What follows belongs to an exercise in optimizing a design on an open flow for small area, a short achievable clock period and few clock cycles per item; a production flow would make more cautious choices. The RTL was checked by simulation tests, not by an equivalence proof against the original design. Power figures rest on the tool's default switching activity, not on a simulated workload.

## flow/design.v (module list and top-level ports; edited modules follow where they fit)
// module scaled_residual_add: 499 lines
// module sra_mul_csa: 1913 lines
module scaled_residual_add (
    input  logic        i_clk,
    input  logic        i_rst_n,
    input  logic        i_valid,
    output logic        o_stall,
    input  logic [31:0] i_addend_bits,
    input  logic [31:0] i_scaled_bits,
    input  logic        i_last_in,
    output logic        o_valid,
    input  logic        i_stall,
    output logic [31:0] o_sum_bits,
    output logic        o_last_out,
    input  logic        psel,
    input  logic        penable,
    input  logic        pwrite,
    input  logic [2:0]  paddr,
    input  logic [31:0] pwdata,
    output logic [31:0] prdata,
    output logic        pready
);
  // ...
==> flow/run.sh <==
#!/bin/bash
# synth_recipe.tcl (not shown) runs the flow's synth.tcl, then flattens the netlist and writes it again
# the make line also repeats each setting of config.mk as NAME=value (left out here)
make -C /OpenROAD-flow-scripts/flow DESIGN_CONFIG=/design/flow/config.mk WORK_HOME=/design/flow/orfs CLKGATE_MAP_FILE= SYNTH_SCRIPT=/design/flow/synth_recipe.tcl finish
==> flow/config.mk <==
export PLATFORM = sky130hd
export DESIGN_NAME = scaled_residual_add
export DESIGN_NICKNAME = scaled_residual_add
export VERILOG_FILES = /design/flow/design.v
export SDC_FILE = /design/flow/constraint.sdc
export NUM_CORES = 4
export LEC_CHECK = 0
export CAP_MARGIN = 20
export CORE_MARGIN = 2
export CORE_UTILIZATION = 60
export SETUP_SLACK_MARGIN = 5
export SLEW_MARGIN = 20
==> flow/constraint.sdc <==
create_clock -name core_clock -period 9.5 [get_ports {i_clk}]
set_input_delay 1.9000 -clock core_clock [delete_from_list [all_inputs] [get_ports {i_clk}]]
set_output_delay 1.9000 -clock core_clock [all_outputs]
set_load 0.01 [all_outputs]
==> flow_summary.ini, run 1 <==
[outcome]
status = timing/DRC/antenna clean

[global_routing]
grt_pass1_vias = 39800
grt_max_degree = 80

[critical_path]
crit_required_ns = 9.86
r2r-start = r0_stwo[5]
start_kind = register
critPathArrivalTime_ns = 4.82
slowest_stage = edfxtp_1
cp_top_family = adder cells

[power_and_ir_drop]
ir_worst_vdd_uv = 185
pg_seq_mw = 4.34

[finish]
multi_input_area_share = 0.553
area_growth_pct = 11.9
nClkBuffers = 73
buffers = 344
layout_common_cells = edfxtp_1, inv_1, nand2_1

[clock_network]
h-tree-depth = 2
cts_tree = done
ctsResizeCount = 126

[die]
fp.dieArea_mm2 = 0.0859
core_area_mm2 = 0.0832

[placement]
dp_cells = 6169
pre_cts_ws_ns = 3.46

[synth]
synth_area_mm2 = 0.0501
synth_xor_area_frac = 0.0884
synth_warnings = 1

[hold_path]
hold_start = r2b_ebig[5]
hold-path-cell-count = 0

[drt]
wirelength_met1_um = 61000

[timing]
tns_ns = 0
Testbench counts, summed over its fixed seeds: cycles 16,056, items 16,000.
==> run 2: changes to the inputs <==
--- a/flow/config.mk
+++ b/flow/config.mk
@@ -7,6 +7,6 @@
 export LEC_CHECK = 0
 export CAP_MARGIN = 20
 export CORE_MARGIN = 2
-export CORE_UTILIZATION = 60
+export CORE_UTILIZATION = 70
 export SETUP_SLACK_MARGIN = 5
 export SLEW_MARGIN = 20
==> run 2 against run 1 <==
Net effect: non-clock buffer count increased by 7; critical path depth increased by 5; area after synthesis unchanged; sequential power about the same; flip-flop and latch count unchanged; register-to-register slack got worse by 0.07 ns; design area about the same; global-route usage increased by 5.7 points; highest routed layer is now met5; via count increased by 4.5%; wire length increased by 1.1%; maximum frequency decreased by 1.6%.
==> flow_summary.ini, run 2 <==
[synth]
synth_area_mm2 = 0.0501
synth_edf_count = 527
synth_cells = 5164
synth_common_cells = edfxtp_1, inv_1, nand2_1
synth_top_area_frac = 0.316
synth-seq-cells = 568
avgSynthCellArea_um2 = 9.71
synth_warnings = 1
yosysSeqAreaShare = 0.332
ys.flop_type = edfxtp_1
ys_types = 115
synth_most_common_cell = edfxtp_1
async_flop_share = 0
synth.largest_area_cell = edfxtp_1
synthTopCellsByArea = edfxtp_1, fa_1, ha_1

[drt]
viasPerCell = 6.88
drc = 0
drt_iter0_markers = 5696
wl_per_cell_um = 24.9
drt_pass1_iterations = 9
vias = 43000
ant_nets = 0
wirelength_um = 156000

[die]
core_area_mm2 = 0.0712
fp.dieArea_mm2 = 0.0738
initial_utilization = 0.704
io_pins = 175
die_w_um = 272
std_cell_rows = 98
die_y_um = 272

[finish]
fin_util = 0.788
drive_gt1_frac = 0.104
design_area_mm2 = 0.0561
largest_registers = r1_c x36, r1_s x36
layout_common_cells = edfxtp_1, inv_1, nand2_1
nets = 5849
area_growth_pct = 11.9
antennaDiodeCount = 0
final_common_cell = edfxtp_1

[hold_path]
hold_start = r2b_ebig[7]
hold_class = register to register

[timing]
setup_slack_ns = 4.97
worst_pin_slew_ns = 1.25
maxSlewViolCount = 0
relSlewSlack = 0.165
hold_viol = 0
rsz0062_at_grt = true
min_period_ns = 4.53
fin_crit_sh = 0.477
setup_viol = 0
finClkSkew_ns = 0.0463
tns_ns = 0
fmax_ghz = 0.221

[power_and_ir_drop]
pwr-share-clk = 0.155
p_leak_nw = 23.0
powerDensity_mw_per_mm2 = 274
sw_frac_of_total = 0.448
power.switching_mw = 6.89
p_total_mw = 15.4
p_comb_frac = 0.561
ir_worst_vdd_uv = 214
p_int_mw = 8.48
seqPwrFrac = 0.284

[clock_network]
h-tree-depth = 2
hold_buffers = 0
cts_tree = done
cts_made_buffers = 59
clkTransAtPathRegs_ns = 0.07
cts_max_path_buffers = 3
cts_num_sinks = 568
root_buffer = clkbuf_16
clk_latency_ns = 0.68

[critical_path]
reg2reg_slack_ns = 4.97
cp_max_fo = 19
worstSetupPathType = register to register
worstPathCellList = nor2_1 -> nand4_1 -> a31o_1 -> a2111oi_4 -> nand3_4 -> inv_8 -> nand2_1 -> a221o_1 -> nand4bb_4 -> buf_12 -> o21ai_4 -> inv_2 -> a22o_1 -> a211o_1
crit_required_ns = 9.92
setup.worst_path.start = r3_s[29]
slowest_stage = a2111oi_4
r2r-start = r3_s[29]
slowest_delay_ns = 0.56
end_kind = register
cp_top_family = compound AO/OA/AOI/OAI gates
critPathArrivalTime_ns = 4.95
path_buf_inv = 3
start_kind = register

[global_routing]
grt_max_degree = 197
grt_usage = 0.405
antenna_found_initial = 3
grt_pass1_wl_um = 235000
grt_pass1_vias = 41800
overflow = 0

[outcome]
status = timing/DRC/antenna clean

[placement]
dp_hpwl_um = 105000
placed_cell_area_mm2 = 0.0523
io_buffer_count = 171
routabilityCongestion = 1.05
pre_cts_ws_ns = 3.38

[flow_run]
cap_violations = 0
-- run 2: power groups by stage --
stage	clock [mW]	sequential, mW	combinational [mW]
floorplan	0	4.06	5.81
global placement	0	4.36	7.49
detailed placement	0	4.38	7.70
CTS	2.39	4.32	8.00
global route	2.48	4.41	9.28
finish	2.39	4.37	8.62
-- run 2: area by class of cell --
cell class | instances | area [um^2]
tap | 950 | 1190
multi-input combinational | 3782 | 31000
timing repair inverter | 4 | 23.8
timing repair buffer | 351 | 3380
inverter | 488 | 1860
clock buffer | 69 | 1550
fill | 4597 | 15100
sequential | 568 | 16600
clock inverter | 42 | 435
-- run 2: stage by stage --
stage          hold WS, ns  cells
6_report             0.387   6254
5_1_grt              0.392   6254
4_1_cts              0.388   6182
3_5_place_dp         0.405   6028
3_3_place_gp         0.401   6028
2_1_floorplan        0.400   5166
-- run 2: logic make-up (layout without fill, tap and decap cells) --
kind of cell	count (synthesis)	in the layout	share of synthesized area
AOI/OAI and AO/OA	1205	1207	0.169
other	1	3	0.0000748
DFF	568	568	0.332
and+or+nand+nor	1299	1304	0.126
adders and majority gates	491	491	0.161
xor gates and xnor gates	506	506	0.0884
buffers and inverters	823	954	0.0640
muxes	271	271	0.0598
-- run 2: timing repair --
action                     CTS  global route
setup endpoints to repair  371           122
pin swaps                   12            31
gates resized for setup    118           107
buffers inserted            36            55
gates cloned                 7            10
-- run 2: worst paths after layout --
path,depth (start not counted),endpoint
setup / recovery,14,r4_mant[23]
hold reg to reg,0,r3_ebig[7]
setup reg to reg,14,r4_mant[23]
hold / removal,0,r3_ebig[7]
-- run 2: routing by layer --
| layer | share of wire | track usage | vias up |
|---|---|---|---|
| li1 | - | - | 18600 |
| met1 | 0.36 | 0.526 | 20600 |
| met2 | 0.46 | 0.647 | 3084 |
| met3 | 0.12 | 0.0884 | 738 |
| met4 | 0.059 | 0.200 | 4 |
| met5 | 0.00031 | 0 | - |
==> run 3: changes to the inputs <==
--- a/flow/config.mk
+++ b/flow/config.mk
@@ -7,6 +7,7 @@
 export LEC_CHECK = 0
 export CAP_MARGIN = 20
 export CORE_MARGIN = 2
-export CORE_UTILIZATION = 70
+export CORE_UTILIZATION = 60
+export PLACE_DENSITY = 0.75
 export SETUP_SLACK_MARGIN = 5
 export SLEW_MARGIN = 20
==> run 3 against run 2 <==
Net effect: still clean on timing, DRC and antenna; design area up 0.35%; clock skew up 0.00082 ns; combinational power up 1%; synthesized cell count unchanged; worst setup slack worse by 0.042 ns; die area up 16%; wire length down 1.4%; core utilization down 11 points; critical endpoint is now prdata[27].
==> flow_summary.ini, run 3 <==
[global_routing]
grt_pass1_wl_um = 231000
grt_max_degree = 171
grt_pass1_vias = 40400
overflow = 0
grt_usage = 0.345
antenna_found_initial = 3

[drt]
drt_pass1_iterations = 7
viasPerCell = 6.53
wirelength_um = 154000
drt_iter0_markers = 4530
wl_per_cell_um = 24.1
drc = 0
ant_nets = 0
vias = 41700

[critical_path]
setup.worst_path.start = paddr[2]
cp_top_family = buffers and inverters
r2r-start = r3_ebig[1]
path_buf_inv = 4
crit_required_ns = 7.60
slowest_stage = dlygate4sd2_1
cp_max_fo = 8
worstSetupPathType = input pin to output pin
end_kind = output pin
worstPathCellList = buf_12 -> buf_12 -> buf_4 -> nor2b_1 -> dlygate4sd2_1
slowest_delay_ns = 0.28
path_common_cell = buf_12
start_kind = input pin
critPathArrivalTime_ns = 2.67

[synth]
synth.largest_area_cell = edfxtp_1
synth-seq-cells = 568
synth_cells = 5164
synth_warnings = 1
synth_top_area_frac = 0.316
async_flop_share = 0
avgSynthCellArea_um2 = 9.71
synth_area_mm2 = 0.0501
yosysSeqAreaShare = 0.332
ys_types = 115
synth_most_common_cell = edfxtp_1
synthTopCellsByArea = edfxtp_1, fa_1, ha_1
ys.flop_type = edfxtp_1
synth_common_cells = edfxtp_1, inv_1, nand2_1
synth_edf_count = 527

[power_and_ir_drop]
power.switching_mw = 6.87
sw_frac_of_total = 0.445
p_comb_frac = 0.565
p_leak_nw = 23.0
powerDensity_mw_per_mm2 = 274
pwr-share-clk = 0.152
ir_worst_vdd_uv = 196
seqPwrFrac = 0.283
p_int_mw = 8.58

[placement]
dp_hpwl_um = 107000
dp_cells = 6168
io_buffer_count = 171
routabilityCongestion = 1.01

[timing]
tns_ns = 0
relSlewSlack = 0.180
maxSlewViolCount = 0
setup_viol = 0
rsz0062_at_grt = true
fmax_ghz = 0.219
min_period_ns = 4.57
worst_pin_slew_ns = 1.23
hold_viol = 0
finClkSkew_ns = 0.0471
fin_crit_sh = 0.481

[clock_network]
h-tree-depth = 2
cts_tree = done
root_buffer = clkbuf_16
cts_max_path_buffers = 3
hold_buffers = 0
cts_num_sinks = 568
clk_latency_ns = 0.68
clkTransAtPathRegs_ns = 0.06
cts_made_buffers = 61

[die]
std_cell_rows = 106
die_w_um = 293
fp.dieArea_mm2 = 0.0859
initial_utilization = 0.603
die_y_um = 293
core_area_mm2 = 0.0832
io_pins = 175

[finish]
multi_input_area_mm2 = 0.0311
layout_common_cells = edfxtp_1, inv_1, nand2_1
seq_area_mm2 = 0.0166
largest_registers = r1_c x36, r1_s x36
nets = 5853
stdcell_count = 6390
drive_gt1_frac = 0.108
final_common_cell = edfxtp_1
fillCellCount = 6550
area_growth_pct = 12.3

[flow_run]
cap_violations = 0

[outcome]
status = timing/DRC/antenna clean

[hold_path]
hold_start = r3_snan
hold_class = register to register
-- run 3: cell counts after synthesis --
No cell type changed its count.
-- run 3: cell type report --
cell class | instances | share of cell area
inverters | 488 | 0.0330
flip-flops and latches | 568 | 0.296
clock buffers | 77 | 0.0282
repair inverters | 3 | 0.000311
clock inverters | 36 | 0.00673
well taps | 1080 | 0.0240
multi-input cells | 3782 | 0.552
diodes | 2 | 0.0000889
repair buffers | 354 | 0.0597
-- run 3: power groups by stage --
stage               clock network, mW  logic (mW)  registers (mW)
CTS                              2.39        8.05            4.33
finish                           2.35        8.73            4.37
floorplan                           0        5.81            4.06
global route                     2.49        9.46            4.41
detailed placement                  0        7.79            4.38
global placement                    0        7.68            4.37
-- run 3: final timing paths --
kind	depth (start not counted)	end	slack (ns)
setup / recovery	5	prdata[27]	4.93
hold / removal	0	r4_snan	0.41
setup reg to reg	12	r4_mant[8]	4.97
hold reg to reg	0	r4_snan	0.41
-- run 3: metal layers --
layer	global-route usage	wire length, um
met1	0.452	59300
met2	0.555	70700
met3	0.0654	15300
met4	0.161	8460
met5	0	48
-- run 3: through the flow --
stage	total power [mW]	cell area (um^2)	utilization	setup slack (ns)	hold WS, ns
CTS	14.8	55100	0.663	4.80	0.416
global placement	12.0	52600	0.632	3.70	0.400
global route	16.4	56300	0.677	4.87	0.414
detailed placement	12.2	52600	0.632	3.66	0.405
finish	15.5	56300	0.677	4.93	0.410
floorplan	9.87	50200	-	2.82	0.400
-- run 3: what timing repair did --
action                                  CTS  global route
pin swaps                                12            36
endpoints found under the setup margin  165           135
cloned                                    9             9
setup buffers                            28            58
gates resized for setup                 155           127
hold endpoints to repair                  0             0
-- run 3: cells by family after synthesis --
group / after synthesis / share of synthesized area
flip-flops: 568 / 0.332
multiplexers: 271 / 0.0598
other: 1 / 0.0000748
adder cells (fa/ha/maj): 491 / 0.161
AO/OA/AOI/OAI: 1205 / 0.169
XOR/XNOR: 506 / 0.0884
AND/OR/NAND/NOR: 1299 / 0.126
buffers and inverters: 823 / 0.0640
==> run 4: changes to the inputs <==
--- a/flow/config.mk
+++ b/flow/config.mk
@@ -8,6 +8,6 @@
 export CAP_MARGIN = 20
 export CORE_MARGIN = 2
 export CORE_UTILIZATION = 60
-export PLACE_DENSITY = 0.75
+export CTS_BUF_LIST = sky130_fd_sc_hd__clkbuf_8
 export SETUP_SLACK_MARGIN = 5
 export SLEW_MARGIN = 20
==> run 4 against run 3 <==
Net effect: synthesized cell count stayed put; clock-buffer cell count grew 23; sequential share of layout area grew 0.14 points; clock power shrank 4%; flip-flop and latch count unchanged; die area did not move; largest power group unchanged; worst setup slack improved by 0.16 ns; critical path type is now register to register; still clean on timing, DRC and antenna; core utilization shrank 0.31 points.
==> flow_summary.ini, run 4 <==
[synth]
synth_area_mm2 = 0.0501
synth_most_common_cell = edfxtp_1
ys_types = 115
synth_edf_count = 527
async_flop_share = 0
synth_warnings = 1
ys.flop_type = edfxtp_1
synthTopCellsByArea = edfxtp_1, fa_1, ha_1
yosysSeqAreaShare = 0.332
synth_top_area_frac = 0.316
synth-seq-cells = 568
synth_cells = 5164
avgSynthCellArea_um2 = 9.71
synth.largest_area_cell = edfxtp_1
synth_common_cells = edfxtp_1, inv_1, nand2_1

[global_routing]
grt_max_degree = 80
grt_pass1_wl_um = 233000
overflow = 0
antenna_found_initial = 3
grt_pass1_vias = 40200
grt_usage = 0.350

[clock_network]
h-tree-depth = 3
clkTransAtPathRegs_ns = 0.06
cts_made_buffers = 98
cts_tree = done
hold_buffers = 0
cts_max_path_buffers = 3
root_buffer = clkbuf_8
clk_latency_ns = 0.77
cts_num_sinks = 568

[timing]
finClkSkew_ns = 0.0667
fmax_ghz = 0.227
tns_ns = 0
fin_crit_sh = 0.465
rsz0062_at_grt = true
relSlewSlack = 0.193
min_period_ns = 4.41
setup_viol = 0
holdWs_ns = 0.394
hold_viol = 0
worst_pin_slew_ns = 1.21
maxSlewViolCount = 0
setup_slack_ns = 5.09

[die]
initial_utilization = 0.603
io_pins = 175
core_area_mm2 = 0.0832
die_y_um = 293
die_w_um = 293
fp.dieArea_mm2 = 0.0859
std_cell_rows = 106

[critical_path]
critPathArrivalTime_ns = 4.88
r2r-start = r2_kk[4]
worstSetupPathType = register to register
slowest_delay_ns = 0.54
r2r-end = r2b_shv[10]
reg2reg_slack_ns = 5.09
worstPathCellList = buf_4 -> nor3_1 -> a31oi_2 -> or2_2 -> ha_2 -> o21ai_2 -> or4_4 -> buf_4 -> or3_4 -> o2111ai_1 -> o311ai_2 -> mux4_2 -> mux2i_2 -> nor2_1 -> a311oi_1 -> a21oi_2
slowest_stage = mux4_2
reg2regPathDepth = 16
cp_max_fo = 7
path_common_cell = buf_4
start_kind = register
crit_required_ns = 9.96
end_kind = register

[hold_path]
hold_class = register to register
hold_end = r2_sub
hold_start = r1_sub
hold-path-cell-count = 0

[finish]
design_area_mm2 = 0.0561
area_growth_pct = 11.8
nets = 5875
final_common_cell = edfxtp_1
layout_common_cells = edfxtp_1, inv_1, nand2_1
drive_gt1_frac = 0.107
fin_util = 0.674
largest_registers = r1_c x36, r1_s x36
stdcell_count = 6439

[placement]
dp_hpwl_um = 108000
io_buffer_count = 171
placed_cell_area_mm2 = 0.0526
pre_cts_ws_ns = 3.46
dp_cells = 6169
routabilityCongestion = 1.00

[drt]
drt_pass1_iterations = 8
wl_per_cell_um = 24.0
vias = 41600
viasPerCell = 6.46
wirelength_um = 155000
ant_nets = 0
drt_iter0_markers = 4580
drc = 0

[flow_run]
cap_violations = 0

[power_and_ir_drop]
p_total_mw = 15.1
ir_worst_vdd_uv = 141
p_leak_nw = 23.0
powerDensity_mw_per_mm2 = 269

[outcome]
status = timing/DRC/antenna clean
run 4: cells by family (layout without fill, tap and decap cells):
family | count (synthesis) | in the layout | share of synthesized area
AND/OR/NAND/NOR | 1299 | 1304 | 0.126
AO/OA/AOI/OAI | 1205 | 1208 | 0.169
buffers and inverters | 823 | 1004 | 0.0640
flip-flops | 568 | 568 | 0.332
XOR/XNOR | 506 | 506 | 0.0884
adder cells (fa/ha/maj) | 491 | 491 | 0.161
multiplexers | 271 | 271 | 0.0598
other | 1 | 7 | 0.0000748
run 4: power by group:
part           leakage (nW)  total [mW]  switching, mW  internal, mW
logic                  15.8        8.49           5.05          3.44
registers              6.10        4.35          0.647          3.70
clock network          1.06        2.26           1.07          1.19
total                  23.0        15.1           6.77          8.33
run 4: worst max-delay path by stage:
stage | to | start | slack [ns] | depth (start not counted)
2_1_floorplan | o_stall | i_stall | 2.82 | 2
3_3_place_gp | r0_a[10] | i_stall | 3.51 | 5
3_5_place_dp | r0_a[10] | i_stall | 3.46 | 5
4_1_cts | prdata[0] | paddr[2] | 4.90 | 3
5_1_grt | r4_mant[22] | r3_s[7] | 4.96 | 10
6_report | r2b_shv[10] | r2_kk[4] | 5.09 | 16
run 4: area by class of cell:
cell class | instances | area, um^2
Timing Repair Buffer | 338 | 3160
Timing Repair inverter | 3 | 17.5
Tap cell | 1080 | 1350
Clock buffer | 100 | 1380
Fill cell | 6718 | 27100
Antenna cell | 4 | 10.0
Sequential cell | 568 | 16600
Clock inverter | 75 | 577
Inverter | 488 | 1860
Multi-Input combinational cell | 3783 | 31100
run 4: what timing repair did:
action,in CTS,in global routing
pin swaps,12,30
cloned,7,7
setup endpoints to repair,239,167
endpoints found under the hold margin,0,0
gates resized for setup,121,106
buffers inserted,32,41
run 4: routing by layer:
metal  vias to the layer above  routed length, um  GRT usage
li1                      18700                  -          -
met1                     20200              60900      0.462
met2                      2212              72000      0.565
met3                       466              15100     0.0672
met4                         0               6780      0.152
met5                         -                  0          0
run 4: worst max-delay path, delay by kind of cell, from the launching register on:
kind            cells  cell delay (ns)
simple gates        5             1.17
compound gates      6             1.15
mux                 2             0.78
flops               1             0.48
buf+inv             2             0.33
fa+ha+maj           1             0.20
==> run 5: changes to the inputs <==
==> flow/config.mk (replaced) <==
export PLATFORM = sky130hd
export DESIGN_NAME = scaled_residual_add
export DESIGN_NICKNAME = scaled_residual_add
export VERILOG_FILES = /design/flow/design.v
export SDC_FILE = /design/flow/constraint.sdc
export NUM_CORES = 4
export LEC_CHECK = 0
export CAP_MARGIN = 0
export CORE_MARGIN = 2
export CORE_UTILIZATION = 60
export SETUP_SLACK_MARGIN = 5
export SLEW_MARGIN = 0
==> run 5 against run 4 <==
Net effect: area after synthesis unchanged; non-clock buffer count down 4; critical path type unchanged; sequential power about the same; design area up 0.36%; maximum frequency down 1.7%; core utilization up 0.24 points.
==> flow_summary.ini, run 5 <==
[outcome]
status = timing/DRC/antenna clean

[timing]
relSlewSlack = 0.123
tns_ns = 0
rsz0062_at_grt = false
min_period_ns = 4.49
maxSlewViolCount = 0
finClkSkew_ns = 0.0492
fin_crit_sh = 0.473
fmax_ghz = 0.223
setup_slack_ns = 5.01
setup_viol = 0
hold_viol = 0
worst_pin_slew_ns = 1.31

[synth]
ys_types = 115
synth_common_cells = edfxtp_1, inv_1, nand2_1
synth-seq-cells = 568
avgSynthCellArea_um2 = 9.71
yosysSeqAreaShare = 0.332
synthTopCellsByArea = edfxtp_1, fa_1, ha_1
synth_cells = 5164
synth_edf_count = 527
synth.largest_area_cell = edfxtp_1
synth_top_area_frac = 0.316
synth_most_common_cell = edfxtp_1
ys.flop_type = edfxtp_1
synth_warnings = 1
synth_area_mm2 = 0.0501
async_flop_share = 0

[critical_path]
worstSetupPathType = register to register
crit_required_ns = 9.88
critPathArrivalTime_ns = 4.87
cp_top_family = adder cells
slowest_stage = edfxtp_1
slowest_delay_ns = 1.20
cp_max_fo = 24
path_common_cell = fa_1
end_kind = register
path_buf_inv = 3
worstPathCellList = a22oi_1 -> xor2_1 -> fa_1 -> fa_1 -> inv_1 -> fa_1 -> inv_1 -> fa_1 -> inv_1 -> fa_1
start_kind = register

[clock_network]
clk_latency_ns = 0.68
cts_tree = done
cts_max_path_buffers = 3
clkTransAtPathRegs_ns = 0.06
cts_num_sinks = 568
cts_made_buffers = 61
h-tree-depth = 2
root_buffer = clkbuf_16

[finish]
layout_common_cells = edfxtp_1, inv_1, nand2_1
largest_registers = r1_c x36, r1_s x36
drive_gt1_frac = 0.102
final_common_cell = edfxtp_1
fin_util = 0.677
nets = 5832
stdcell_count = 6369
area_growth_pct = 12.2

[drt]
viasPerCell = 6.46
drt_pass1_iterations = 7
ant_nets = 0
wirelength_um = 155000
drt_iter0_markers = 4333
vias = 41200
drc = 0
wl_per_cell_um = 24.3

[global_routing]
grt_max_degree = 80
grt_usage = 0.349
grt_pass1_vias = 39900
grt_pass1_wl_um = 233000
antenna_found_initial = 3
overflow = 0

[flow_run]
cap_violations = 0

[placement]
routabilityCongestion = 1.00
dp_hpwl_um = 108000
dp_cells = 6168
pre_cts_ws_ns = 3.47
io_buffer_count = 171

[die]
die_w_um = 293
std_cell_rows = 106
die_y_um = 293
initial_utilization = 0.603
fp.dieArea_mm2 = 0.0859
io_pins = 175
core_area_mm2 = 0.0832

[power_and_ir_drop]
p_total_mw = 15.3
powerDensity_mw_per_mm2 = 272
ir_worst_vdd_uv = 183
p_leak_nw = 23.0

[hold_path]
hold_class = register to register
run 5: stage by stage:
step | hold WS (ns) | instance area (um^2)
floorplan | 0.400 | 50200
global placement | 0.400 | 52600
detailed placement | 0.405 | 52600
CTS | 0.379 | 55400
global route | 0.387 | 56300
finish | 0.389 | 56300
run 5: power breakdown:
group          internal, mW  switching (mW)
logic                  3.42            5.02
registers              3.70           0.655
clock network          1.47            1.04
run 5: kinds of logic (layout without fill, tap and decap cells):
logic type      Yosys count  count (layout)  share of synthesized area
compound gates         1205            1206                      0.169
xor+xnor                506             506                     0.0884
fa+ha+maj               491             491                      0.161
buf+inv                 823             939                     0.0640
flops                   568             568                      0.332
mux                     271             271                     0.0598
other cells               1               4                  0.0000748
simple gates           1299            1304                      0.126
run 5: routing by layer:
metal | vias to the layer above | share of wire | track usage
li1 | 18600 | - | -
met1 | 20000 | 0.40 | 0.461
met2 | 2125 | 0.46 | 0.571
met3 | 481 | 0.094 | 0.0611
met4 | 4 | 0.047 | 0.139
met5 | - | 0.00087 | 0
run 5: timing repair:
action / 4_1_cts / 5_1_grt
pin swaps: 13 / 20
gates cloned: 8 / 8
gates resized for setup: 132 / 107
hold buffers: 0 / 0
buffers inserted: 35 / 35
setup endpoints to repair: 241 / 202
run 5: worst register-to-register path: stages, from the launching register on:
cell,delay (ns)
edfxtp_1,1.20
a22oi_1,0.28
xor2_1,0.23
fa_1,0.49
fa_1,0.55
inv_1,0.05
fa_1,0.36
inv_1,0.09
fa_1,0.43
inv_1,0.12
fa_1,0.43
run 5: worst paths after layout:
| kind | from | to | slack [ns] | cells after the start |
|---|---|---|---|---|
| setup reg to reg | r0_stwo[5] | r1_c[25] | 5.01 | 10 |
| hold / removal | r2b_ebig[5] | r3_ebig[5] | 0.39 | 0 |
| hold reg to reg | r2b_ebig[5] | r3_ebig[5] | 0.39 | 0 |
| setup / recovery | r0_stwo[5] | r1_c[25] | 5.01 | 10 |
run 5: final cells by class:
class | instances | area, um^2
clock buffers | 68 | 1570
multi-input cells | 3781 | 31100
well taps | 1080 | 1350
fillers | 6663 | 26900
flip-flops and latches | 568 | 16600
inverters | 488 | 1870
repair inverters | 3 | 17.5
repair buffers | 334 | 3200
clock inverters | 46 | 551
diodes | 1 | 2.50
==> module scaled_residual_add, before the edit <==
module scaled_residual_add (
    input  logic        i_clk,
    input  logic        i_rst_n,
    input  logic        i_valid,
    output logic        o_stall,
    input  logic [31:0] i_addend_bits,
    input  logic [31:0] i_scaled_bits,
    input  logic        i_last_in,
    output logic        o_valid,
    input  logic        i_stall,
    output logic [31:0] o_sum_bits,
    output logic        o_last_out,
    input  logic        psel,
    input  logic        penable,
    input  logic        pwrite,
    input  logic [2:0]  paddr,
    input  logic [31:0] pwdata,
    output logic [31:0] prdata,
    output logic        pready
);
    function automatic logic [4:0] lzc24(input logic [23:0] v);
        logic [4:0] n;
        n = 5'd0;
        for (int i = 0; i < 24; i++) begin
            if (v[i]) n = 5'(23 - i);
        end
        lzc24 = n;
    endfunction
    function automatic logic [4:0] lzc29(input logic [28:0] v);
        logic [4:0] n;
        n = 5'd29;
        for (int i = 0; i < 29; i++) begin
            if (v[i]) n = 5'(28 - i);
        end
        lzc29 = n;
    endfunction
    function automatic logic [59:0] padd29(input logic [28:0] a, input logic [28:0] b);
        logic [28:0] g, p, gg, pp, gn, pn;
        logic [29:0] s0, s1;
        g  = a & b;
        p  = a ^ b;
        gg = g;
        pp = p;
        for (int l = 0; l < 5; l++) begin
            gn = gg;
            pn = pp;
            for (int i = 0; i < 29; i++) begin
                if ((i >> l) & 1) begin
                    gn[i] = gg[i] | (pp[i] & gg[((i >> l) << l) - 1]);
                    pn[i] = pp[i] & pp[((i >> l) << l) - 1];
                end
            end
            gg = gn;
            pp = pn;
        end
        s0 = {gg[28], p ^ {gg[27:0], 1'b0}};
        s1 = {gg[28] | pp[28], p ^ ({gg[27:0], 1'b0} | {pp[27:0], 1'b1})};
        padd29 = {s1, s0};
    endfunction
    logic [31:0] r_scale;
    logic [1:0]  r_format;
    assign pready = 1'b1;
    assign prdata = (paddr[2] == sra_pkg::REG_FORMAT) ? {30'b0, r_format} : r_scale;
    always_ff @(posedge i_clk) begin
        if (!i_rst_n) begin
            r_scale  <= 32'h3F80_0000;
            r_format <= sra_pkg::MODE_F32;
        end else if (psel && penable && pwrite) begin
            case (paddr[2])
                sra_pkg::REG_SCALE:  r_scale  <= pwdata;
                sra_pkg::REG_FORMAT: r_format <= pwdata[1:0];
                default: ;
            endcase
        end
    end
    logic       r_ov;
    logic [5:0] r_v;
    logic       en;
    assign en      = !r_ov || !i_stall;
    assign o_stall = !en;
    always_ff @(posedge i_clk) begin
        if (!i_rst_n) begin
            r_v  <= '0;
            r_ov <= 1'b0;
        end else if (en) begin
            r_v  <= {r_v[4:0], i_valid};
            r_ov <= r_v[5];
        end
    end
    logic [11:0] n_sneg, n_sone, n_stwo;
    logic signed [9:0] n_se;
    logic        n_snan, n_sinf, n_szero;
    always_comb begin
        logic [7:0]  ef;
        logic [23:0] sig, nrm;
        logic [4:0]  lz;
        logic [25:0] ext;
        ef      = r_scale[30:23];
        sig     = {ef != 8'd0, r_scale[22:0]};
        lz      = lzc24(sig);
        nrm     = sig << lz;
        n_se    = $signed({2'b0, ((ef == 8'd0) ? 8'd1 : ef)}) - $signed({5'b0, lz});
        n_snan  = (ef == 8'hFF) && (r_scale[22:0] != 23'd0);
        n_sinf  = (ef == 8'hFF) && (r_scale[22:0] == 23'd0);
        n_szero = r_scale[30:0] == 31'd0;
        ext     = {2'b0, 1'b1, nrm[22:0]};
        for (int j = 0; j < 12; j++) begin
            logic g2, g1, g0;
            g2 = ext[2*j+1];
            g1 = ext[2*j];
            g0 = (j == 0) ? 1'b0 : ext[2*j-1];
            n_sneg[j] = g2 & ~(g1 & g0);
            n_sone[j] = g1 ^ g0;
            n_stwo[j] = (g2 & ~g1 & ~g0) | (~g2 & g1 & g0);
        end
    end
    logic [31:0] n0_a;
    logic [22:0] n0_bf;
    logic signed [9:0] n0_eb;
    logic        n0_bs, n0_bnan, n0_binf, n0_bzero, n0_bf16;
    always_comb begin
        logic [31:0] b;
        logic [7:0]  ef;
        logic [23:0] sig, nrm;
        logic [4:0]  lz;
        n0_bf16 = (r_format == sra_pkg::MODE_BF16);
        n0_a = n0_bf16 ? {i_addend_bits[15:0], 16'b0} : i_addend_bits;
        b    = (r_format == sra_pkg::MODE_BF16 || r_format == sra_pkg::MODE_MIX)
             ? {i_scaled_bits[15:0], 16'b0} : i_scaled_bits;
        ef       = b[30:23];
        sig      = {ef != 8'd0, b[22:0]};
        lz       = lzc24(sig);
        nrm      = sig << lz;
        n0_bf    = nrm[22:0];
        n0_eb    = $signed({2'b0, ((ef == 8'd0) ? 8'd1 : ef)}) - $signed({5'b0, lz});
        n0_bs    = b[31];
        n0_bnan  = (ef == 8'hFF) && (b[22:0] != 23'd0);
        n0_binf  = (ef == 8'hFF) && (b[22:0] == 23'd0);
        n0_bzero = b[30:0] == 31'd0;
    end
    logic [31:0] r0_a;
    logic [22:0] r0_bf;
    logic signed [9:0] r0_eb;
    logic        r0_bs, r0_bnan, r0_binf, r0_bzero, r0_bf16, r0_last;
    logic [11:0] r0_sneg, r0_sone, r0_stwo;
    logic signed [9:0] r0_se;
    logic        r0_ss, r0_snan, r0_sinf, r0_szero;
    always_ff @(posedge i_clk) begin
        if (en) begin
            r0_a     <= n0_a;
            r0_bf    <= n0_bf;
            r0_eb    <= n0_eb;
            r0_bs    <= n0_bs;
            r0_bnan  <= n0_bnan;
            r0_binf  <= n0_binf;
            r0_bzero <= n0_bzero;
            r0_bf16  <= n0_bf16;
            r0_last  <= i_last_in;
            r0_sneg  <= n_sneg;
            r0_sone  <= n_sone;
            r0_stwo  <= n_stwo;
            r0_se    <= n_se;
            r0_ss    <= r_scale[31];
            r0_snan  <= n_snan;
            r0_sinf  <= n_sinf;
            r0_szero <= n_szero;
        end
    end
    logic [47:0] n1_s, n1_c;
    logic        n1_pnan, n1_pinf, n1_pzero;
    sra_mul_csa u_mul (
        .b  ({1'b1, r0_bf}),
        .neg(r0_sneg),
        .one(r0_sone),
        .two(r0_stwo),
        .s  (n1_s),
        .c  (n1_c)
    );
    logic        n1_sub;
    logic [4:0]  n1_kk;
    logic        n1_e253, n1_e254, n1_e255;
    logic        n1_dpos;
    logic [4:0]  n1_dsat;
    logic [7:0]  n1_ebig;
    logic        n1_anan, n1_ainf;
    always_comb begin
        logic signed [9:0]  e;
        logic [7:0]  aef, ea;
        logic signed [10:0] d;
        logic [10:0] ad;
        n1_pnan  = r0_bnan || r0_snan || (r0_binf && r0_szero) || (r0_bzero && r0_sinf);
        n1_pinf  = (r0_binf || r0_sinf) && !n1_pnan;
        n1_pzero = (r0_bzero || r0_szero) && !(r0_bnan || r0_snan || r0_binf || r0_sinf);
        e        = n1_pzero ? 10'sd0 : (r0_eb + r0_se - 10'sd127);
        n1_sub   = e < 10'sd1;
        n1_kk    = (e < -10'sd24) ? 5'd26 : 5'(10'sd1 - e);
        n1_e253  = e == 10'sd253;
        n1_e254  = e == 10'sd254;
        n1_e255  = e > 10'sd254;
        aef      = r0_a[30:23];
        ea       = (aef == 8'd0) ? 8'd1 : aef;
        n1_anan  = (aef == 8'hFF) && (r0_a[22:0] != 23'd0);
        n1_ainf  = (aef == 8'hFF) && (r0_a[22:0] == 23'd0);
        d        = $signed({3'b0, ea}) - 11'(e);
        n1_dpos  = !d[10];
        ad       = d[10] ? 11'(-d) : 11'(d);
        n1_dsat  = (ad > 11'd31) ? 5'd31 : ad[4:0];
        n1_ebig  = n1_dpos ? ea : e[7:0];
    end
    logic [12:0] n1_lo;
    logic [11:0] n1_zq;
    assign n1_lo = {1'b0, n1_s[11:0]} + {1'b0, n1_c[11:0]};
    assign n1_zq = (n1_s[11:0] ^ n1_c[11:0]) ^ {(n1_s[10:0] | n1_c[10:0]), 1'b0};
    logic [47:12] r1_s, r1_c;
    logic        r1_c12, r1_nz;
    logic        r1_pnan, r1_pinf, r1_pzero, r1_ps;
    logic [23:0] r1_siga;
    logic        r1_as;
    logic        r1_bf16, r1_last;
    logic        r1_sub;
    logic [4:0]  r1_kk;
    logic        r1_e253, r1_e254, r1_e255;
    logic        r1_dpos;
    logic [4:0]  r1_dsat;
    logic [7:0]  r1_ebig;
    logic        r1_anan, r1_ainf;
    always_ff @(posedge i_clk) begin
        if (en) begin
            r1_s     <= n1_s[47:12];
            r1_c     <= n1_c[47:12];
            r1_c12   <= n1_lo[12];
            r1_nz    <= |n1_zq;
            r1_pnan  <= n1_pnan;
            r1_pinf  <= n1_pinf;
            r1_pzero <= n1_pzero;
            r1_ps    <= r0_bs ^ r0_ss;
            r1_siga  <= {r0_a[30:23] != 8'd0, r0_a[22:0]};
            r1_as    <= r0_a[31];
            r1_bf16  <= r0_bf16;
            r1_last  <= r0_last;
            r1_sub   <= n1_sub;
            r1_kk    <= n1_kk;
            r1_e253  <= n1_e253;
            r1_e254  <= n1_e254;
            r1_e255  <= n1_e255;
            r1_dpos  <= n1_dpos;
            r1_dsat  <= n1_dsat;
            r1_ebig  <= n1_ebig;
            r1_anan  <= n1_anan;
            r1_ainf  <= n1_ainf;
        end
    end
    logic [24:0] n2_x;
    logic        n2_top, n2_up0, n2_up1, n2_sts;
    always_comb begin
        logic [47:12] prod, zq, tm;
        logic [36:0]  ps;
        ps   = {1'b0, r1_s} + {1'b0, r1_c} + {36'b0, r1_c12};
        prod = ps[35:0];
        zq   = (r1_s ^ r1_c) ^ {(r1_s[46:12] | r1_c[46:12]), r1_c12};
        tm     = ~(36'hF_FFFF_FFFF << (6'd10 + {1'b0, r1_kk}));
        n2_sts = r1_nz | (|(zq & tm));
        n2_up0 = prod[22] & (r1_nz | (|zq[21:12]) | prod[23]);
        n2_up1 = prod[23] & (r1_nz | (|zq[22:12]) | prod[24]);
        n2_x   = prod[47:23];
        n2_top = prod[47];
    end
    logic [24:0] r2_x;
    logic        r2_up0, r2_up1, r2_sts, r2_top, r2_sub;
    logic [4:0]  r2_kk;
    logic [23:0] r2_siga;
    logic [4:0]  r2_dsat;
    logic [7:0]  r2_ebig;
    logic        r2_dpos, r2_as, r2_ps, r2_bf16, r2_last, r2_pzero;
    logic        r2_anan, r2_ainf, r2_pnan, r2_pinf, r2_q253, r2_q254;
    always_ff @(posedge i_clk) begin
        if (en) begin
            r2_x     <= n2_x;
            r2_up0   <= n2_up0;
            r2_up1   <= n2_up1;
            r2_sts   <= n2_sts;
            r2_top   <= n2_top;
            r2_sub   <= r1_sub;
            r2_kk    <= r1_kk;
            r2_siga  <= r1_siga;
            r2_dpos  <= r1_dpos;
            r2_dsat  <= r1_dsat;
            r2_ebig  <= r1_ebig;
            r2_as    <= r1_as;
            r2_ps    <= r1_ps;
            r2_pzero <= r1_pzero;
            r2_anan  <= r1_anan;
            r2_ainf  <= r1_ainf;
            r2_pnan  <= r1_pnan;
            r2_pinf  <= r1_pinf || (r1_e255 && !r1_pnan && !r1_pzero);
            r2_q253  <= r1_e253 && !r1_pnan && !r1_pzero;
            r2_q254  <= r1_e254 && !r1_pnan && !r1_pzero;
            r2_bf16  <= r1_bf16;
            r2_last  <= r1_last;
        end
    end
    logic [28:0] n2b_bext, n2b_shv;
    logic        n2b_sub, n2b_sbig, n2b_ssml;
    logic        n2b_spec, n2b_snan, n2b_ssign;
    function automatic logic [25:0] inc25(input logic [24:0] v);
        logic [24:0] c;
        for (int i = 0; i < 25; i++) begin
            c[i] = &(v | (25'h1FF_FFFF << i));
        end
        inc25 = {c[24] & v[24], v ^ c};
    endfunction
    always_comb begin
        logic [24:0] km, msk;
        logic [25:0] w, bsig, ssig;
        logic [28:0] shin;
        logic        pinf, rb_s, lsb_s, up;
        logic [25:0] xs, lm;
        logic        stw, sta, stk;
        xs  = {r2_x, 1'b0};
        km  = ~(25'h1FF_FFFF << r2_kk);           
        msk = r2_sub ? km : {24'b0, r2_top};
        rb_s  = (r2_kk > 5'd25) ? 1'b0 : xs[r2_kk];
        lsb_s = (r2_kk > 5'd24) ? 1'b0 : r2_x[r2_kk];
        up    = r2_sub ? (rb_s & (r2_sts | lsb_s)) : (r2_top ? r2_up1 : r2_up0);
        if (r2_pzero) begin
            w = '0;
        end else if (up) begin
            w = inc25(r2_x | msk) & ~{1'b0, msk};
        end else begin
            w = {1'b0, r2_x & ~msk};
        end
        pinf      = r2_pinf || (r2_q254 && (w[25] || w[24])) || (r2_q253 && w[25]);
        n2b_snan  = r2_anan || r2_pnan || (r2_ainf && pinf && (r2_as != r2_ps));
        n2b_spec  = n2b_snan || r2_ainf || pinf;
        n2b_ssign = r2_ainf ? r2_as : r2_ps;
        bsig     = r2_dpos ? {2'b0, r2_siga} : w;
        ssig     = r2_dpos ? w : {2'b0, r2_siga};
        n2b_sbig = r2_dpos ? r2_as : r2_ps;
        n2b_ssml = r2_dpos ? r2_ps : r2_as;
        n2b_sub  = r2_as ^ r2_ps;
        if (r2_dsat >= 5'd29) begin
            lm = '1;
        end else if (r2_dsat > 5'd3) begin
            lm = ~(26'h3FF_FFFF << (r2_dsat - 5'd3));
        end else begin
            lm = '0;
        end
        if (r2_pzero) begin
            stw = 1'b0;
        end else if (up) begin
            stw = (r2_dsat >= 5'd29) ? 1'b1 : !(&((r2_x | msk) | ~lm[24:0]));
        end else begin
            stw = |(r2_x & ~msk & lm[24:0]);
        end
        sta = |(r2_siga & lm[23:0]);
        stk = r2_dpos ? stw : sta;
        shin     = {ssig, 3'b0};
        if (r2_dsat >= 5'd29) begin
            n2b_shv = {28'b0, stk};
        end else begin
            n2b_shv = (shin >> r2_dsat) | {28'b0, stk};
        end
        n2b_bext = {bsig, 3'b0};
    end
    logic [28:0] r2b_bext, r2b_shv;
    logic [7:0]  r2b_ebig;
    logic        r2b_sub, r2b_sbig, r2b_ssml, r2b_spec, r2b_snan, r2b_ssign, r2b_bf16, r2b_last;
    always_ff @(posedge i_clk) begin
        if (en) begin
            r2b_bext  <= n2b_bext;
            r2b_shv   <= n2b_shv;
            r2b_ebig  <= r2_ebig;
            r2b_sub   <= n2b_sub;
            r2b_sbig  <= n2b_sbig;
            r2b_ssml  <= n2b_ssml;
            r2b_spec  <= n2b_spec;
            r2b_snan  <= n2b_snan;
            r2b_ssign <= n2b_ssign;
            r2b_bf16  <= r2_bf16;
            r2b_last  <= r2_last;
        end
    end
    logic [29:0] n3_s;
    logic        n3_sres;
    always_comb begin
        logic [29:0] r1, r2;
        {r1, r2} = padd29(r2b_bext, r2b_sub ? ~r2b_shv : r2b_shv);
        if (!r2b_sub) begin
            n3_s    = r2;
            n3_sres = r2b_sbig;
        end else if (r1[29]) begin
            n3_s    = {1'b0, r1[28:0]};
            n3_sres = r2b_sbig;
        end else begin
            n3_s    = {1'b0, ~r2[28:0]};
            n3_sres = r2b_ssml;
        end
    end
    logic [29:0] r3_s;
    logic [7:0]  r3_ebig;
    logic        r3_sres, r3_sub, r3_spec, r3_snan, r3_ssign, r3_bf16, r3_last;
    always_ff @(posedge i_clk) begin
        if (en) begin
            r3_s     <= n3_s;
            r3_ebig  <= r2b_ebig;
            r3_sres  <= n3_sres;
            r3_sub   <= r2b_sub;
            r3_spec  <= r2b_spec;
            r3_snan  <= r2b_snan;
            r3_ssign <= r2b_ssign;
            r3_bf16  <= r2b_bf16;
            r3_last  <= r2b_last;
        end
    end
    logic [23:0] n4_mant;
    logic        n4_up, n4_zero, n4_zs;
    logic [4:0]  n4_l;
    always_comb begin
        logic [31:0] v, sv;
        logic [31:0] mk;
        logic [4:0]  l;
        mk = (r3_ebig < 8'd28) ? (32'h2000_0000 >> (r3_ebig + 8'd2)) << 2 : 32'd0;
        v  = {r3_s, 2'b0} | mk;
        sv = {r3_s, 2'b0};
        l[4] = v[31:16] == 16'd0;
        if (l[4]) begin v = v << 16; sv = sv << 16; end
        l[3] = v[31:24] == 8'd0;
        if (l[3]) begin v = v << 8; sv = sv << 8; end
        l[2] = v[31:28] == 4'd0;
        if (l[2]) begin v = v << 4; sv = sv << 4; end
        l[1] = v[31:30] == 2'd0;
        if (l[1]) begin v = v << 2; sv = sv << 2; end
        l[0] = !v[31];
        if (l[0]) begin sv = sv << 1; end
        n4_l    = l;
        n4_mant = sv[31:8];
        n4_up   = sv[7] & ((|sv[6:2]) | sv[8]);
        n4_zero = r3_s == 30'd0;
        n4_zs   = r3_sres && !r3_sub;
    end
    logic [23:0] r4_mant;
    logic        r4_up, r4_zero, r4_zs;
    logic [4:0]  r4_l;
    logic [7:0]  r4_ebig;
    logic        r4_sres, r4_spec, r4_snan, r4_ssign, r4_bf16, r4_last;
    always_ff @(posedge i_clk) begin
        if (en) begin
            r4_mant  <= n4_mant;
            r4_up    <= n4_up;
            r4_zero  <= n4_zero;
            r4_zs    <= n4_zs;
            r4_l     <= n4_l;
            r4_ebig  <= r3_ebig;
            r4_sres  <= r3_sres;
            r4_spec  <= r3_spec;
            r4_snan  <= r3_snan;
            r4_ssign <= r3_ssign;
            r4_bf16  <= r3_bf16;
            r4_last  <= r3_last;
        end
    end
    logic [31:0] n5_sum;
    always_comb begin
        logic [8:0]  er;
        logic [30:0] mag;
        logic [31:0] res;
        logic [32:0] wide;
        er  = {1'b0, r4_ebig} + 9'd3 - {4'b0, r4_l};
        mag = {er[7:0] - 8'd1, 23'b0} + {7'b0, r4_mant} + {30'b0, r4_up};
        if (r4_spec) begin
            res = r4_snan ? sra_pkg::QNAN32 : {r4_ssign, sra_pkg::INF_MAG32};
        end else if (r4_zero) begin
            res = {r4_zs, 31'b0};
        end else if (er >= 9'd255) begin
            res = {r4_sres, sra_pkg::INF_MAG32};
        end else begin
            res = {r4_sres, mag};
        end
        wide = {1'b0, res} + 33'h7FFF + {32'b0, res[16]};
        if (!r4_bf16) begin
            n5_sum = res;
        end else if (r4_spec && r4_snan) begin
            n5_sum = {16'b0, sra_pkg::QNAN16};
        end else begin
            n5_sum = {16'b0, wide[31:16]};
        end
    end
    logic [31:0] r_sum;
    logic        r_last;
    always_ff @(posedge i_clk) begin
        if (en) begin
            r_sum  <= n5_sum;
            r_last <= r4_last;
        end
    end
    assign o_valid    = r_ov;
    assign o_sum_bits = r_sum;
    assign o_last_out = r_last;
endmodule
==> run 6: changes to the inputs <==
--- a/flow/design.v
+++ b/flow/design.v
@@ -98,14 +98,13 @@
             r_ov <= r_v[5];
         end
     end
-    logic [11:0] n_sneg, n_sone, n_stwo;
+    logic [22:0] n_sf;
     logic signed [9:0] n_se;
     logic        n_snan, n_sinf, n_szero;
     always_comb begin
         logic [7:0]  ef;
         logic [23:0] sig, nrm;
         logic [4:0]  lz;
-        logic [25:0] ext;
         ef      = r_scale[30:23];
         sig     = {ef != 8'd0, r_scale[22:0]};
         lz      = lzc24(sig);
@@ -114,16 +113,7 @@
         n_snan  = (ef == 8'hFF) && (r_scale[22:0] != 23'd0);
         n_sinf  = (ef == 8'hFF) && (r_scale[22:0] == 23'd0);
         n_szero = r_scale[30:0] == 31'd0;
-        ext     = {2'b0, 1'b1, nrm[22:0]};
-        for (int j = 0; j < 12; j++) begin
-            logic g2, g1, g0;
-            g2 = ext[2*j+1];
-            g1 = ext[2*j];
-            g0 = (j == 0) ? 1'b0 : ext[2*j-1];
-            n_sneg[j] = g2 & ~(g1 & g0);
-            n_sone[j] = g1 ^ g0;
-            n_stwo[j] = (g2 & ~g1 & ~g0) | (~g2 & g1 & g0);
-        end
+        n_sf    = nrm[22:0];
     end
     logic [31:0] n0_a;
     logic [22:0] n0_bf;
@@ -153,6 +143,7 @@
     logic [22:0] r0_bf;
     logic signed [9:0] r0_eb;
     logic        r0_bs, r0_bnan, r0_binf, r0_bzero, r0_bf16, r0_last;
+    logic [22:0] r0_sf;
     logic [11:0] r0_sneg, r0_sone, r0_stwo;
     logic signed [9:0] r0_se;
     logic        r0_ss, r0_snan, r0_sinf, r0_szero;
@@ -167,9 +158,7 @@
             r0_bzero <= n0_bzero;
             r0_bf16  <= n0_bf16;
             r0_last  <= i_last_in;
-            r0_sneg  <= n_sneg;
-            r0_sone  <= n_sone;
-            r0_stwo  <= n_stwo;
+            r0_sf    <= n_sf;
             r0_se    <= n_se;
             r0_ss    <= r_scale[31];
             r0_snan  <= n_snan;
@@ -179,6 +168,19 @@
     end
     logic [47:0] n1_s, n1_c;
     logic        n1_pnan, n1_pinf, n1_pzero;
+    always_comb begin
+        logic [25:0] ext;
+        ext = {2'b0, 1'b1, r0_sf};
+        for (int j = 0; j < 12; j++) begin
+            logic g2, g1, g0;
+            g2 = ext[2*j+1];
+            g1 = ext[2*j];
+            g0 = (j == 0) ? 1'b0 : ext[2*j-1];
+            r0_sneg[j] = g2 & ~(g1 & g0);
+            r0_sone[j] = g1 ^ g0;
+            r0_stwo[j] = (g2 & ~g1 & ~g0) | (~g2 & g1 & g0);
+        end
+    end
     sra_mul_csa u_mul (
         .b  ({1'b1, r0_bf}),
         .neg(r0_sneg),
--- a/flow/config.mk
+++ b/flow/config.mk
@@ -5,8 +5,9 @@
 export SDC_FILE = /design/flow/constraint.sdc
 export NUM_CORES = 4
 export LEC_CHECK = 0
-export CAP_MARGIN = 0
+export CAP_MARGIN = 20
 export CORE_MARGIN = 2
 export CORE_UTILIZATION = 60
+export CTS_BUF_LIST = sky130_fd_sc_hd__clkbuf_8
 export SETUP_SLACK_MARGIN = 5
-export SLEW_MARGIN = 0
+export SLEW_MARGIN = 20
==> run 6 against run 5 <==
Net effect: flip-flop and latch count down 13; maximum frequency down 0.95%; cell count down 1.7%; via count down 2.6%; combinational power down 5.1%; register-to-register slack worse by 0.04 ns; synthesized cell count down 3.3%; wire length down 3.5%; clock power down 18%; area after synthesis down 2.5%; clock skew down 0.025 ns; critical path type unchanged; largest power group unchanged.
==> flow_summary.ini, run 6 <==
[outcome]
status = timing/DRC/antenna clean

[global_routing]
antenna_found_initial = 3
grt_pass1_wl_um = 224000
overflow = 0
grt_usage = 0.348
grt_max_degree = 79
grt_pass1_vias = 38600

[die]
fp.dieArea_mm2 = 0.0838
die_w_um = 289
io_pins = 175
std_cell_rows = 104
die_y_um = 289
core_area_mm2 = 0.0805
initial_utilization = 0.607

[hold_path]
hold_class = register to register
hold_start = r3_ssign
hold-path-cell-count = 0
hold_end = r4_ssign

[synth]
synth.largest_area_cell = edfxtp_1
yosysSeqAreaShare = 0.333
synth_top_area_frac = 0.316
synthTopCellsByArea = edfxtp_1, fa_1, ha_1
ys.flop_type = edfxtp_1
synth_common_cells = edfxtp_1, inv_1, nand2_1
synth_cells = 4996
synth-seq-cells = 555
synth_most_common_cell = edfxtp_1
synth_warnings = 1
ys_types = 113
synth_area_mm2 = 0.0489
synth_edf_count = 514
avgSynthCellArea_um2 = 9.78
async_flop_share = 0

[timing]
setup_viol = 0
fmax_ghz = 0.221
relSlewSlack = 0.253
holdWs_ns = 0.402
tns_ns = 0
finClkSkew_ns = 0.0244
setup_slack_ns = 4.97
worst_pin_slew_ns = 1.12
min_period_ns = 4.53
maxSlewViolCount = 0
rsz0062_at_grt = true
hold_viol = 0
fin_crit_sh = 0.477

[critical_path]
critPathArrivalTime_ns = 5.02
reg2reg_slack_ns = 4.97
r2r-start = r2_dsat[3]
worstSetupPathType = register to register
crit_required_ns = 9.98
setup.worst_path.start = r2_dsat[3]
end_kind = register
r2r-end = r2b_shv[0]
reg2regPathDepth = 13
cp_max_fo = 15
start_kind = register

[clock_network]
cts_num_sinks = 555
clk_latency_ns = 0.74
cts_made_buffers = 96
cts_max_path_buffers = 3
root_buffer = clkbuf_8
clkTransAtPathRegs_ns = 0.06
h-tree-depth = 3
cts_tree = done

[placement]
dp_hpwl_um = 104000
routabilityCongestion = 0.996
pre_cts_ws_ns = 3.44
io_buffer_count = 171

[finish]
drive_gt1_frac = 0.125
nets = 5720
area_growth_pct = 12.6
final_common_cell = edfxtp_1
layout_common_cells = edfxtp_1, inv_1, nand2_1
fin_util = 0.684
largest_registers = r1_c x36, r1_s x36

[drt]
wl_per_cell_um = 23.8
ant_nets = 0
vias = 40100
drt_iter0_markers = 4016
drt_pass1_iterations = 8
wirelength_um = 149000
viasPerCell = 6.40
drc = 0

[power_and_ir_drop]
seqPwrFrac = 0.300
p_total_mw = 14.4
sw_frac_of_total = 0.450
p_comb_frac = 0.558
power.switching_mw = 6.47
powerDensity_mw_per_mm2 = 261
p_int_mw = 7.90
pwr-share-clk = 0.142
p_leak_nw = 22.6
ir_worst_vdd_uv = 189

[flow_run]
cap_violations = 0
[run 6: cell count changes after synthesis, sizes merged, moves of 14 or more]
| cell | before | now |
|---|---|---|
| a22oi | 280 | 251 |
| nor3 | 103 | 75 |
| nand2 | 372 | 349 |
| mux2i | 187 | 166 |
| a21oi | 213 | 233 |
| a221oi | 31 | 12 |
| xor2 | 197 | 216 |
| and2 | 48 | 33 |
| o21a | 40 | 25 |
| clkbuf | 263 | 249 |
| mux4 | 16 | 30 |
[run 6: layout make-up]
class / instances / area, um^2
Antenna cell: 1 / 2.50
Clock buffer: 96 / 1320
Clock inverter: 77 / 433
Fill cell: 6357 / 25500
Inverter: 494 / 1920
Multi-Input combinational cell: 3634 / 30600
Sequential cell: 555 / 16300
Tap cell: 1060 / 1330
Timing Repair Buffer: 342 / 3170
Timing Repair inverter: 2 / 15.0
[run 6: routing by layer]
layer | vias to the layer above | share of wire | global-route usage
met5 | - | 0.000087 | 0
met4 | 2 | 0.046 | 0.142
met3 | 471 | 0.098 | 0.0712
met2 | 2155 | 0.46 | 0.560
met1 | 19400 | 0.39 | 0.461
li1 | 18000 | - | -
[run 6: worst max-delay path by stage]
| stage | end | slack (ns) |
|---|---|---|
| after floorplan | o_stall | 2.88 |
| after global placement | r4_mant[11] | 3.58 |
| after detailed placement | r2_siga[2] | 3.44 |
| after CTS | r1_nz | 4.98 |
| after global routing | r1_dsat[4] | 4.91 |
| final | r2b_shv[0] | 4.97 |
[run 6: power groups by stage]
stage	Combinational, mW	Clock (mW)	Sequential (mW)
after floorplan	5.42	0	3.98
after global placement	7.22	0	4.30
after detailed placement	7.34	0	4.31
after CTS	7.61	2.10	4.26
after global routing	8.73	2.20	4.35
final	8.02	2.05	4.31
[run 6: kinds of logic (layout without fill, tap and decap cells)]
| group | after synthesis | after routing | synth area share |
|---|---|---|---|
| and+or+nand+nor | 1199 | 1204 | 0.119 |
| adders and majority gates | 490 | 490 | 0.165 |
| xor gates and xnor gates | 516 | 516 | 0.0924 |
| other | 1 | 4 | 0.0000767 |
| buffers and inverters | 814 | 1011 | 0.0645 |
| DFF | 555 | 555 | 0.333 |
| AOI/OAI and AO/OA | 1154 | 1154 | 0.162 |
| muxes | 267 | 267 | 0.0643 |
[run 6: timing repair]
action / in CTS / in global routing
setup buffers: 32 / 44
hold endpoints to repair: 0 / 0
hold buffers: 0 / 0
resized for setup: 248 / 164
cloned: 8 / 6
endpoints found under the setup margin: 265 / 141
pin swaps: 12 / 34
[run 6: critical path: stages, from the launching register on]
cell        delay (ns)
edfxtp_1          0.71
clkinvlp_4        0.39
buf_4             0.20
nand2_2           0.21
nor2_1            0.38
o21ai_0           0.39
o211ai_1          0.29
nor2_1            0.07
a2111oi_1         0.53
o221ai_1          0.23
nor4_1            0.28
o31a_1            0.23
o21ai_0           0.10
a31o_1            0.25
[run 6: through the flow]
step	instance area (um^2)	instances
final	55100	6261
after global routing	55100	6261
after CTS	53900	6210
after detailed placement	51500	5997
after global placement	51500	5997
after floorplan	49100	4998
Testbench counts of run 6, summed over its fixed seeds: cycles 16,056, items 16,000.
==> run 7: changes to the inputs <==
--- a/flow/design.v
+++ b/flow/design.v
@@ -281,6 +281,7 @@
     logic [24:0] r2_x;
     logic        r2_up0, r2_up1, r2_sts, r2_top, r2_sub;
     logic [4:0]  r2_kk;
+    logic [25:0] r2_lm;
     logic [23:0] r2_siga;
     logic [4:0]  r2_dsat;
     logic [7:0]  r2_ebig;
@@ -295,6 +296,8 @@
             r2_top   <= n2_top;
             r2_sub   <= r1_sub;
             r2_kk    <= r1_kk;
+            r2_lm    <= (r1_dsat >= 5'd29) ? '1 :
+                        (r1_dsat > 5'd3) ? ~(26'h3FF_FFFF << (r1_dsat - 5'd3)) : '0;
             r2_siga  <= r1_siga;
             r2_dpos  <= r1_dpos;
             r2_dsat  <= r1_dsat;
@@ -351,13 +354,7 @@
         n2b_sbig = r2_dpos ? r2_as : r2_ps;
         n2b_ssml = r2_dpos ? r2_ps : r2_as;
         n2b_sub  = r2_as ^ r2_ps;
-        if (r2_dsat >= 5'd29) begin
-            lm = '1;
-        end else if (r2_dsat > 5'd3) begin
-            lm = ~(26'h3FF_FFFF << (r2_dsat - 5'd3));
-        end else begin
-            lm = '0;
-        end
+        lm = r2_lm;
         if (r2_pzero) begin
             stw = 1'b0;
         end else if (up) begin
==> run 7 against run 6 <==
Net effect: cell count up 1.6%; global-route usage down 1.3 points; sequential share of layout area increased by 0.72 points; worst setup slack better by 0.049 ns; worst hold slack got worse by 0.00062 ns; combinational power grew 6.7%; critical path depth decreased by 9; first-iteration DRC count up 13%; design area rose by 2.1%; maximum frequency increased by 1.1%.
==> flow_summary.ini, run 7 <==
[outcome]
status = timing/DRC/antenna clean

[drt]
wirelength_met1_um = 58300
ant_nets = 0
wl_per_cell_um = 23.2
routed.top_layer = met5
drt_pass1_iterations = 8
wirelength_um = 147000
dr_wl_met2_um = 67800
drt_iter0_markers = 4533
viasPerCell = 6.32
dr_wl_met3_um = 14500
vias = 40200
drc = 0

[timing]
tns_ns = 0
relSlewSlack = 0.307
maxSlewViolCount = 0
fmax_ghz = 0.223
holdWs_ns = 0.401
rsz0062_at_grt = true
hold_viol = 0
setup_viol = 0
min_period_ns = 4.49
worst_pin_slew_ns = 1.04
finClkSkew_ns = 0.0445
setup_slack_ns = 5.01
fin_crit_sh = 0.472

[finish]
area_growth_pct = 14.4
layout_common_cells = edfxtp_1, inv_1, nand2_1
design_area_mm2 = 0.0562
seq_area_mm2 = 0.0170
stdcell_count = 6362
multi_input_area_mm2 = 0.0303
largest_registers = r1_c x36, r1_s x36
fin_util = 0.696
nets = 5818
fillCellCount = 6263
final_common_cell = edfxtp_1
drive_gt1_frac = 0.131

[synth]
synth.largest_area_cell = edfxtp_1
synth_edf_count = 539
ys.flop_type = edfxtp_1
synth_area_mm2 = 0.0491
synthSimpleGateAreaFrac = 0.123
synthMuxAreaShare = 0.0555
synth-seq-cells = 580
async_flop_share = 0
synth_top_area_frac = 0.329
synth_cells = 5031
avgSynthCellArea_um2 = 9.77
synth_most_common_cell = edfxtp_1
synth_common_cells = edfxtp_1, inv_1, nand2_1
synthTopCellsByArea = edfxtp_1, fa_1, ha_1
synth_warnings = 1
yosysSeqAreaShare = 0.346
synth_adder_area_share = 0.164
synth-compound-area-share = 0.161
ys_types = 102
synth_xor_area_frac = 0.0873
synth_top_family_by_area = adder cells

[critical_path]
start_kind = input pin
worstPathCellList = buf_6 -> buf_12 -> mux2_2 -> buf_4
critPathArrivalTime_ns = 2.59
end_kind = output pin
cp_max_fo = 2
slowest_stage = mux2_2
crit_required_ns = 7.60
slowest_delay_ns = 0.32
worstSetupPathType = input pin to output pin

[clock_network]
clkTransAtPathRegs_ns = 0.06
root_buffer = clkbuf_8
cts_max_path_buffers = 3
cts_made_buffers = 98
hold_buffers = 0
cts_tree = done
cts_num_sinks = 580
h-tree-depth = 3
clk_latency_ns = 0.73

[placement]
routabilityCongestion = 0.998
io_buffer_count = 171
placed_cell_area_mm2 = 0.0516
dp_cells = 6021
pre_cts_ws_ns = 3.03
dp_hpwl_um = 100000

[global_routing]
grt_max_degree = 87
grt_pass1_vias = 38200
grt_usage = 0.334
grt_pass1_wl_um = 220000
overflow = 0
antenna_found_initial = 3

[power_and_ir_drop]
p_leak_nw = 23.2
ir_worst_vdd_uv = 248
powerDensity_mw_per_mm2 = 273
p_total_mw = 15.3

[die]
std_cell_rows = 104
io_pins = 175
core_area_mm2 = 0.0808
die_y_um = 290
initial_utilization = 0.608
fp.dieArea_mm2 = 0.0842
die_w_um = 290

[hold_path]
hold_class = register to register

[flow_run]
cap_violations = 0
[run 7: final timing paths]
path	depth (start not counted)	slack [ns]	endpoint	start
worst max-delay path	4	5.01	prdata[0]	paddr[2]
worst min-delay path	0	0.40	r3_ebig[0]	r2b_ebig[0]
worst max register to register	14	5.02	r4_up	r3_s[25]
worst min register to register	0	0.40	r3_ebig[0]	r2b_ebig[0]
[run 7: layout make-up]
class | count | area share
multi-input cells | 3653 | 0.538
clock buffers | 103 | 0.0252
clock inverters | 75 | 0.00964
repair buffers | 397 | 0.0666
flip-flops and latches | 580 | 0.302
repair inverters | 2 | 0.000223
diodes | 1 | 0.0000445
well taps | 1060 | 0.0236
inverters | 491 | 0.0338
[run 7: kinds of logic (layout without fill, tap and decap cells)]
family,count (synthesis),in the layout
and+or+nand+nor,1258,1265
xor gates and xnor gates,490,490
DFF,580,580
adders and majority gates,489,489
other,1,4
muxes,237,238
AOI/OAI and AO/OA,1167,1168
buffers and inverters,809,1068
[run 7: critical path: cells and delay by family]
family | cells | cell delay (ns)
buffers and inverters | 3 | 0.36
multiplexers | 1 | 0.32
[run 7: power by group]
part / internal [mW] / total (mW) / switching (mW)
Sequential: 3.81 / 4.51 / 0.700
Combinational: 3.65 / 8.56 / 4.91
Clock: 1.22 / 2.26 / 1.04
[run 7: timing repair]
item | in CTS | in global routing
gates cloned | 10 | 12
buffers inserted | 65 | 75
resized for setup | 265 | 183
endpoints found under the setup margin | 237 | 127
pin swaps | 26 | 53
[run 7: metal layers]
metal  track usage  vias up
met1         0.446    19300
met5             0        -
li1              -    18200
met4         0.135        2
met2         0.538     2202
met3        0.0662      481
Testbench counts of run 7, summed over its fixed seeds: cycles 16,056, items 16,000.

[re-timing with driven ports]
The flow's constraints put no driver on any port. The routed layouts listed below were extracted and timed again, unchanged, in two steps. Step 1 sets driving cells, clkbuf_16 on the clock port and buf_2 on the other inputs (assumed; they add their load-dependent delay and slew). Step 2 times the ports against the registers' clock, not the clock port: input delays grow and output delays shrink by t, the midpoint of the rising clock arrivals with the driver on. Three values: ideal, step 1, step 2; two values: the first two.
run | t, ns | setup WS [ns] | hold slack, ns | worst setup path after step 2 | latest minus earliest clock arrival (ns)
run 1 | 0.730 | 5.047 / 4.967 / 4.385 | 0.402 / 0.402 / 0.402 | input to register | 0.047 / 0.047
run 2 | 0.721 | 4.973 / 4.973 / 4.403 | 0.387 / 0.387 / 0.387 | input to register | 0.055 / 0.054
run 3 | 0.722 | 4.931 / 4.883 / 4.439 | 0.410 / 0.410 / 0.410 | input to register | 0.049 / 0.049
run 4 | 0.808 | 5.087 / 4.962 / 4.344 | 0.394 / 0.394 / 0.394 | input to register | 0.067 / 0.067
run 5 | 0.732 | 5.008 / 4.971 / 4.446 | 0.389 / 0.389 / 0.389 | input to register | 0.050 / 0.050
run 6 | 0.794 | 4.965 / 4.965 / 4.352 | 0.402 / 0.402 / 0.402 | input to register | 0.026 / 0.026
run 7 | 0.780 | 5.014 / 4.976 / 4.333 | 0.401 / 0.401 / 0.401 | input to register | 0.045 / 0.045
After both steps setup and hold are still met in every run listed. The setup slack of run 4, which loses most, moves by -0.125 ns with the drivers and by -0.743 ns with both steps.
